This is an optimization exercise on Yosys and OpenROAD, whose aim is small area and a short achievable clock period, not a production implementation. No activity file was given, so power comes from the tool's default toggle rates.

==> inputs of trial 78 <==
## deflate_stored_top
module deflate_stored_top (
	input  logic                        clk,
	input  logic                        rst_n,
	input  logic                        word_valid,
	input  logic [32-1:0]  word,           
	output logic                        out_valid,
	output logic [32-1:0]  out_word,
	output logic                        out_last,
	output logic [3-1:0] out_bytes,
	output logic                        done,
	output logic                        protocol_error
);
make LEC_CHECK=0 CAP_MARGIN=20 CORE_MARGIN=2 CORE_UTILIZATION=40 SETUP_SLACK_MARGIN=3.5 SLEW_MARGIN=20 finish   # period 6.0 ns
run.sh (not shown) runs the stock make flow with config.mk's settings and CLKGATE_MAP_FILE= SYNTH_SCRIPT=/design/flow/synth_recipe.tcl, a recipe that flattens the netlist after the stock synthesis.
==> build 74: changes against trial 78 <==
--- a/flow/design.v
+++ b/flow/design.v
@@ -22,62 +22,64 @@
 );
 	logic        in_data_q;      
 	logic        ended_q;        
 	logic        final_q;        
 	logic [15:0] bytes_left;     
 	logic        accept;
 	logic        block_end;
 	logic        is_final;
-	logic        bl_le4;
+	logic        last_q;         
+	logic [3:0]  ra_oh;
 	logic [31:0] word_up;
 	assign accept    = word_valid & ~a_hdr & ~ended_q;    
-	assign bl_le4    = (bytes_left[15:3] == '0) & ~(bytes_left[2] & (bytes_left[1:0] != 2'b00));
-	assign block_end = in_data_q ? bl_le4 : (word[15:0] == '0);
+	assign block_end = in_data_q ? last_q : (word[15:0] == '0);
 	assign is_final  = in_data_q ? final_q : word[24];
-	assign ra = (2'd0 - bytes_left[1:0]) & {2{in_data_q & bl_le4}};
+	assign ra = {bytes_left[1] ^ bytes_left[0], bytes_left[0]} & {2{in_data_q & last_q}};   
 	always_comb begin
-		case (ra)
-			2'd0: word_up = word;
-			2'd1: word_up = {word[23:0], 8'b0};
-			2'd2: word_up = {word[15:0], 16'b0};
-			2'd3: word_up = {word[7:0],  24'b0};
-		endcase
+		for (int r = 0; r < 4; r++)
+			ra_oh[r] = (ra == 2'(r));
+		word_up = ({32{ra_oh[0]}} & word)
+		        | ({32{ra_oh[1]}} & {word[23:0], 8'b0})
+		        | ({32{ra_oh[2]}} & {word[15:0], 16'b0})
+		        | ({32{ra_oh[3]}} & {word[7:0],  24'b0});
 	end
 	always_ff @(posedge clk or negedge rst_n) begin
 		if (!rst_n) begin
 			in_data_q      <= 1'b0;
 			ended_q        <= 1'b0;
 			a_hdr          <= 1'b0;
 			a_dat          <= 1'b0;
 			a_trl          <= 1'b0;
 			a_sel          <= '0;
 			protocol_error <= 1'b0;
 		end else begin
 			a_hdr <= accept & ~in_data_q;
 			a_dat <= accept & in_data_q;
 			a_trl <= accept & block_end & is_final;
 			for (int r = 0; r < 4; r++)
-				a_sel[r] <= accept & in_data_q & (ra == 2'(r));
+				a_sel[r] <= accept & in_data_q & ra_oh[r];
 			if (word_valid & ~accept)
 				protocol_error <= 1'b1;
 			if (accept) begin
 				in_data_q <= ~block_end;
 				ended_q   <= block_end & is_final;
 			end
 		end
 	end
 	always_ff @(posedge clk) begin
 		a_word <= word_up;
 		if (accept) begin
 			if (in_data_q) begin
 				bytes_left[15:2] <= bytes_left[15:2] - 14'd1;
+				last_q           <= (bytes_left[15:4] == '0) & ~(bytes_left[3] & (bytes_left[2:0] != 3'b000));
 			end else begin
 				bytes_left <= word[15:0];
 				final_q    <= word[24];
+				last_q     <= (word[15:3] == '0) & ~(word[2] & (word[1:0] != 2'b00));
 			end
 		end
 	end
 	assign a_ra = {a_sel[2] | a_sel[3], a_sel[1] | a_sel[3]};
 endmodule
 `timescale 1ns/1ps
 module crc32_engine (
 	input  logic        clk,
@@ -197,32 +199,37 @@
 			n_c = 3'd5;
 		else if (a_dat)
 			n_c = {a_ra == 2'd0, 2'd0 - a_ra};
 		else if (st_crc_q | st_isize_q)
 			n_c = 3'd4;
 		else
 			n_c = 3'd0;
 	end
-	assign rot_next = pos_q + {1'b0, a_hdr} - a_ra - ra_next;
+	always_comb begin
+		logic [1:0] p, m;
+		p = {pos_q[1] ^ (pos_q[0] & a_hdr), pos_q[0] ^ a_hdr};
+		m = {a_ra[1] ^ ra_next[1] ^ (a_ra[0] & ra_next[0]), a_ra[0] ^ ra_next[0]};
+		rot_next = {p[1] ^ m[1] ^ (~p[0] & m[0]), p[0] ^ m[0]};
+	end
 	assign lo_sum = {1'b0, isize_lo_q} + {1'b0, a_word[15:0]};
 	always_ff @(posedge clk or negedge rst_n) begin
 		if (!rst_n) begin
 			st_crc_q   <= 1'b0;
 			st_isize_q <= 1'b0;
 			pos_q      <= '0;
 			isize_lo_q <= '0;
 			isize_c_q  <= 1'b0;
 			isize_hi_q <= '0;
 			b_n        <= '0;
 			b_last     <= 1'b0;
 		end else begin
 			st_crc_q   <= a_trl;
 			st_isize_q <= st_crc_q;
-			pos_q      <= pos_q + n_c[1:0];            
+			pos_q      <= {pos_q[1] ^ (pos_q[0] & a_hdr), pos_q[0] ^ a_hdr} - a_ra;   
 			if (a_hdr)
 				isize_lo_q <= lo_sum[15:0];
 			isize_c_q  <= a_hdr & lo_sum[16];
 			isize_hi_q <= isize_hi_q + {15'b0, isize_c_q};
 			b_n        <= n_c;
 			b_last     <= st_isize_q;
 		end
 	end
@@ -249,16 +256,17 @@
 	output logic        out_last,
 	output logic [2:0]  out_bytes,
 	output logic        done
 );
 	logic [2:0]  cnt_q;          
 	logic        drain_q;        
 	logic [31:0] ovf_q;          
 	logic [31:0] held;           
+	logic        emitted_q;      
 	logic [3:0]  cnt_in;
 	logic        last_seen;
 	logic        emit;
 	logic        emit_last;
 	logic        hdr;
 	logic [3:0]  sel_acc;        
 	logic [3:0]  sel_fld;        
 	logic [3:0]  sel_bf;         
@@ -269,17 +277,17 @@
 	assign emit_last = last_seen & (cnt_in != '0) & (cnt_in <= 4'd4);
 	assign hdr       = (b_n == 3'd5);
 	always_comb begin
 		for (int j = 0; j < 4; j++) begin
 			sel_acc[j] = (cnt_q > 3'(j));
 			sel_fld[j] = ~sel_acc[j] & (b_n != '0);
 			sel_bf[j]  = hdr & (cnt_q[1:0] == 2'(j));
 		end
-		held = out_valid ? ovf_q : out_word;
+		held = emitted_q ? ovf_q : out_word;
 		for (int j = 0; j < 4; j++) begin
 			word_c[j*8 +: 8] = ({8{sel_acc[j]}} & held[j*8 +: 8])
 			                 | ({8{sel_fld[j] & ~sel_bf[j]}} & b_lanes[j*8 +: 8])
 			                 | {7'b0, sel_bf[j] & b_bf};
 		end
 	end
 	always_ff @(posedge clk or negedge rst_n) begin
 		if (!rst_n) begin
@@ -297,16 +305,17 @@
 				cnt_q <= 3'(cnt_in);
 		end
 	end
 	always_ff @(posedge clk) begin
 		out_last  <= emit_last;
 		out_bytes <= emit_last ? 3'(cnt_in) : 3'd4;
 		out_word  <= word_c;
 		ovf_q     <= b_lanes;
+		emitted_q <= emit;
 	end
 endmodule
 `timescale 1ns/1ps
 module deflate_stored_top (
 	input  logic                        clk,
 	input  logic                        rst_n,
 	input  logic                        word_valid,
 	input  logic [32-1:0]  word,           
==> trial 3: changes against trial 78 <==
--- a/flow/design.v
+++ b/flow/design.v
@@ -9,30 +9,29 @@
 module block_decoder (
 	input  logic        clk,
 	input  logic        rst_n,
 	input  logic        word_valid,
 	input  logic [31:0] word,
 	output logic        a_hdr,           
 	output logic        a_dat,           
 	output logic [1:0]  a_ra,            
-	output logic [3:0]  a_sel,           
 	output logic        a_trl,           
 	output logic [31:0] a_word,          
-	output logic [1:0]  ra,              
 	output logic        protocol_error
 );
 	logic        in_data_q;      
 	logic        ended_q;        
 	logic        final_q;        
 	logic [15:0] bytes_left;     
 	logic        accept;
 	logic        block_end;
 	logic        is_final;
 	logic        bl_le4;
+	logic [1:0]  ra;
 	logic [31:0] word_up;
 	assign accept    = word_valid & ~a_hdr & ~ended_q;    
 	assign bl_le4    = (bytes_left[15:3] == '0) & ~(bytes_left[2] & (bytes_left[1:0] != 2'b00));
 	assign block_end = in_data_q ? bl_le4 : (word[15:0] == '0);
 	assign is_final  = in_data_q ? final_q : word[24];
 	assign ra = (2'd0 - bytes_left[1:0]) & {2{in_data_q & bl_le4}};
 	always_comb begin
 		case (ra)
@@ -44,69 +43,69 @@
 	end
 	always_ff @(posedge clk or negedge rst_n) begin
 		if (!rst_n) begin
 			in_data_q      <= 1'b0;
 			ended_q        <= 1'b0;
 			a_hdr          <= 1'b0;
 			a_dat          <= 1'b0;
 			a_trl          <= 1'b0;
-			a_sel          <= '0;
 			protocol_error <= 1'b0;
 		end else begin
 			a_hdr <= accept & ~in_data_q;
 			a_dat <= accept & in_data_q;
 			a_trl <= accept & block_end & is_final;
-			for (int r = 0; r < 4; r++)
-				a_sel[r] <= accept & in_data_q & (ra == 2'(r));
 			if (word_valid & ~accept)
 				protocol_error <= 1'b1;
 			if (accept) begin
 				in_data_q <= ~block_end;
 				ended_q   <= block_end & is_final;
 			end
 		end
 	end
 	always_ff @(posedge clk) begin
 		a_word <= word_up;
+		a_ra   <= ra;
 		if (accept) begin
 			if (in_data_q) begin
 				bytes_left[15:2] <= bytes_left[15:2] - 14'd1;
 			end else begin
 				bytes_left <= word[15:0];
 				final_q    <= word[24];
 			end
 		end
 	end
-	assign a_ra = {a_sel[2] | a_sel[3], a_sel[1] | a_sel[3]};
 endmodule
 `timescale 1ns/1ps
 module crc32_engine (
 	input  logic        clk,
 	input  logic        rst_n,
 	input  logic        crc_valid,
-	input  logic [3:0]  crc_sel,         
 	input  logic [31:0] crc_data,        
+	input  logic [1:0]  crc_ra,          
 	output logic [31:0] crc_out
 );
 	logic [31:0] inv_q;          
 	logic [31:0] c;
 	logic [31:0] t_in;           
 	logic [31:0] r_lo;           
 	logic [31:0] c_next;
+	logic [3:0]  sel;
 	assign c = ~inv_q;
 	always_comb begin
+		for (int r = 0; r < 4; r++)
+			sel[r] = crc_valid & (crc_ra == 2'(r));
 		for (int p = 0; p < 4; p++) begin
 			t_in[p*8 +: 8] = '0;
 			r_lo[p*8 +: 8] = c[p*8 +: 8] & {8{~crc_valid}};
 			for (int r = 0; r < 4; r++) begin
 				if (p >= r)
-					t_in[p*8 +: 8] = t_in[p*8 +: 8] | (c[(p-r)*8 +: 8] & {8{crc_sel[r]}});
+					t_in[p*8 +: 8] = t_in[p*8 +: 8] | (c[(p-r)*8 +: 8] & {8{sel[r]}});
 				else
-					r_lo[p*8 +: 8] = r_lo[p*8 +: 8] | (c[(p-r+4)*8 +: 8] & {8{crc_sel[r]}});
+					r_lo[p*8 +: 8] = r_lo[p*8 +: 8] | (c[(p-r+4)*8 +: 8] & {8{sel[r]}});
 			end
 			t_in[p*8 +: 8] = t_in[p*8 +: 8] ^ (crc_data[p*8 +: 8] & {8{crc_valid}});
 		end
 	end
 	assign c_next[0] = t_in[0] ^ t_in[1] ^ t_in[2] ^ t_in[3] ^ t_in[4] ^ t_in[6] ^ t_in[7] ^ t_in[8] ^ t_in[16] ^ t_in[20] ^ t_in[22] ^ t_in[23] ^ t_in[26] ^ r_lo[0];
 	assign c_next[1] = t_in[1] ^ t_in[2] ^ t_in[3] ^ t_in[4] ^ t_in[5] ^ t_in[7] ^ t_in[8] ^ t_in[9] ^ t_in[17] ^ t_in[21] ^ t_in[23] ^ t_in[24] ^ t_in[27] ^ r_lo[1];
 	assign c_next[2] = t_in[0] ^ t_in[2] ^ t_in[3] ^ t_in[4] ^ t_in[5] ^ t_in[6] ^ t_in[8] ^ t_in[9] ^ t_in[10] ^ t_in[18] ^ t_in[22] ^ t_in[24] ^ t_in[25] ^ t_in[28] ^ r_lo[2];
 	assign c_next[3] = t_in[1] ^ t_in[3] ^ t_in[4] ^ t_in[5] ^ t_in[6] ^ t_in[7] ^ t_in[9] ^ t_in[10] ^ t_in[11] ^ t_in[19] ^ t_in[23] ^ t_in[25] ^ t_in[26] ^ t_in[29] ^ r_lo[3];
@@ -148,18 +147,16 @@
 endmodule
 `timescale 1ns/1ps
 module stored_sequencer (
 	input  logic        clk,
 	input  logic        rst_n,
 	input  logic        a_hdr,
 	input  logic        a_dat,
 	input  logic [1:0]  a_ra,
-	input  logic [3:0]  a_sel,
-	input  logic [1:0]  ra_next,         
 	input  logic        a_trl,
 	input  logic [31:0] a_word,
 	output logic [2:0]  b_n,             
 	output logic        b_last,          
 	output logic        b_bf,            
 	output logic [31:0] b_lanes          
 );
 	logic        st_crc_q;               
@@ -167,24 +164,23 @@
 	logic [1:0]  pos_q;                  
 	logic [15:0] isize_lo_q;             
 	logic        isize_c_q;
 	logic [15:0] isize_hi_q;
 	logic [31:0] crc_value;
 	logic [31:0] g;                      
 	logic [2:0]  n_c;
 	logic [16:0] lo_sum;
-	logic [1:0]  rot_next;
-	logic [3:0]  rot_q;                  
+	logic [1:0]  rot;
 	crc32_engine crc32_engine_i (
 		.clk       (clk),
 		.rst_n     (rst_n),
 		.crc_valid (a_dat),
 		.crc_data  (a_word),
-		.crc_sel   (a_sel),
+		.crc_ra    (a_ra),
 		.crc_out   (crc_value)
 	);
 	always_comb begin
 		if (a_hdr)
 			g = {~a_word[7:0], a_word[15:8], a_word[7:0], ~a_word[15:8]};
 		else if (a_dat)
 			g = a_word;
 		else if (st_crc_q)
@@ -197,17 +193,17 @@
 			n_c = 3'd5;
 		else if (a_dat)
 			n_c = {a_ra == 2'd0, 2'd0 - a_ra};
 		else if (st_crc_q | st_isize_q)
 			n_c = 3'd4;
 		else
 			n_c = 3'd0;
 	end
-	assign rot_next = pos_q + {1'b0, a_hdr} - a_ra - ra_next;
+	assign rot = pos_q - (a_ra & {2{a_dat}});
 	assign lo_sum = {1'b0, isize_lo_q} + {1'b0, a_word[15:0]};
 	always_ff @(posedge clk or negedge rst_n) begin
 		if (!rst_n) begin
 			st_crc_q   <= 1'b0;
 			st_isize_q <= 1'b0;
 			pos_q      <= '0;
 			isize_lo_q <= '0;
 			isize_c_q  <= 1'b0;
@@ -223,22 +219,22 @@
 			isize_c_q  <= a_hdr & lo_sum[16];
 			isize_hi_q <= isize_hi_q + {15'b0, isize_c_q};
 			b_n        <= n_c;
 			b_last     <= st_isize_q;
 		end
 	end
 	always_ff @(posedge clk) begin
 		b_bf    <= a_word[24];
-		for (int r = 0; r < 4; r++)
-			rot_q[r] <= (rot_next == 2'(r));
-		b_lanes <= ({32{rot_q[0]}} & g)
-		         | ({32{rot_q[1]}} & {g[23:0], g[31:24]})
-		         | ({32{rot_q[2]}} & {g[15:0], g[31:16]})
-		         | ({32{rot_q[3]}} & {g[7:0],  g[31:8]});
+		case (rot)
+			2'd0: b_lanes <= g;
+			2'd1: b_lanes <= {g[23:0], g[31:24]};
+			2'd2: b_lanes <= {g[15:0], g[31:16]};
+			2'd3: b_lanes <= {g[7:0],  g[31:8]};
+		endcase
 	end
 endmodule
 `timescale 1ns/1ps
 module bit_packer (
 	input  logic        clk,
 	input  logic        rst_n,
 	input  logic [2:0]  b_n,
 	input  logic        b_last,
@@ -314,44 +310,38 @@
 	output logic [32-1:0]  out_word,
 	output logic                        out_last,
 	output logic [3-1:0] out_bytes,
 	output logic                        done,
 	output logic                        protocol_error
 );
 	logic        a_hdr, a_dat, a_trl;   
 	logic [1:0]  a_ra;
-	logic [3:0]  a_sel;
-	logic [1:0]  ra_next;
 	logic [31:0] a_word;
 	logic [2:0]  b_n;                   
 	logic        b_last, b_bf;
 	logic [31:0] b_lanes;
 	block_decoder block_decoder_i (
 		.clk            (clk),
 		.rst_n          (rst_n),
 		.word_valid     (word_valid),
 		.word           (word),
 		.a_hdr          (a_hdr),
 		.a_dat          (a_dat),
 		.a_ra            (a_ra),
-		.a_sel           (a_sel),
-		.ra              (ra_next),
 		.a_trl          (a_trl),
 		.a_word         (a_word),
 		.protocol_error (protocol_error)
 	);
 	stored_sequencer stored_sequencer_i (
 		.clk     (clk),
 		.rst_n   (rst_n),
 		.a_hdr   (a_hdr),
 		.a_dat   (a_dat),
 		.a_ra     (a_ra),
-		.a_sel    (a_sel),
-		.ra_next  (ra_next),
 		.a_trl   (a_trl),
 		.a_word  (a_word),
 		.b_n     (b_n),
 		.b_last  (b_last),
 		.b_bf    (b_bf),
 		.b_lanes (b_lanes)
 	);
 	bit_packer bit_packer_i (
- ABC_AREA: not set -> 1
- SETUP_SLACK_MARGIN: 3.5 -> not set
==> comparison table <==
item                                                                       build 74        trial 78         trial 3
Run status                                                           finished clean  finished clean  finished clean
Number of post-CTS setup repair buffers                                          69              29               0
Via count of the first global-routing pass                                    11.6k           11.1k           16.9k
Count leader, synth                                                         xnor2_1         xnor2_1         nand2_1
Post-Place Worst Slack                                                      2490 ps         2440 ps         2390 ps
Final Worst Setup Slack                                                     3390 ps         2970 ps         2220 ps
Number of synthesized register bits                                             245             243             237
Initial standard-cell utilization of the core                                 0.405           0.403           0.407
Proportion of netlist area held by the largest area contributor               0.187           0.188           0.224
Clock power frac                                                              0.148           0.484           0.513
Clk latency of the worst-skew pair                                           560 ps          560 ps          570 ps
Met3 Use GR                                                                  0.0361          0.0351          0.0572
Portion of total power attributed to combinational logic                      0.590           0.028           0.024
Number of gates resized after CTS                                               138              95               0
Setup repair after global routing missed its margin                            true            true           false
Seq/total area                                                                0.287           0.297           0.277
Signed area change from the synthesized netlist to the final layout           31.6%           27.1%           12.3%
Function was not checked in any run of this note: the RTL went through the layout flow alone.

-- re-timing with driven ports --
How much do the figures lean on ideal ports? The routed layouts below were timed once more, with nothing changed but the port constraints.
Step 1: set_driving_cell puts a clkbuf_16 on clk and a buf_2 on each other input, an assumption about the parent block.
Step 2 moves the port delays by t, midway between the first and last clock arrival at a register: inputs arrive t later, outputs are due t later. That takes back most of the time a late clock gives input paths.
a / b / c = ideal / step 1 / step 2; a / b = the first two.
run | shift t [ns] | setup WS [ns] | hold WS [ns] | clock arrival spread, ns
trial 78 | 0.606 | 2.973 / 2.973 / 2.973 | 0.350 / 0.350 / 0.350 | 0.018 / 0.018
build 74 | 0.609 | 3.385 / 3.385 / 3.074 | 0.347 / 0.347 / 0.347 | 0.017 / 0.017
trial 3 | 0.619 | 2.218 / 2.218 / 2.218 | 0.348 / 0.348 / 0.348 | 0.015 / 0.015
After both steps every run listed still meets setup and hold. For build 74, which loses most, drivers alone change the setup slack by 0.000 ns; drivers and shift together by -0.311 ns.
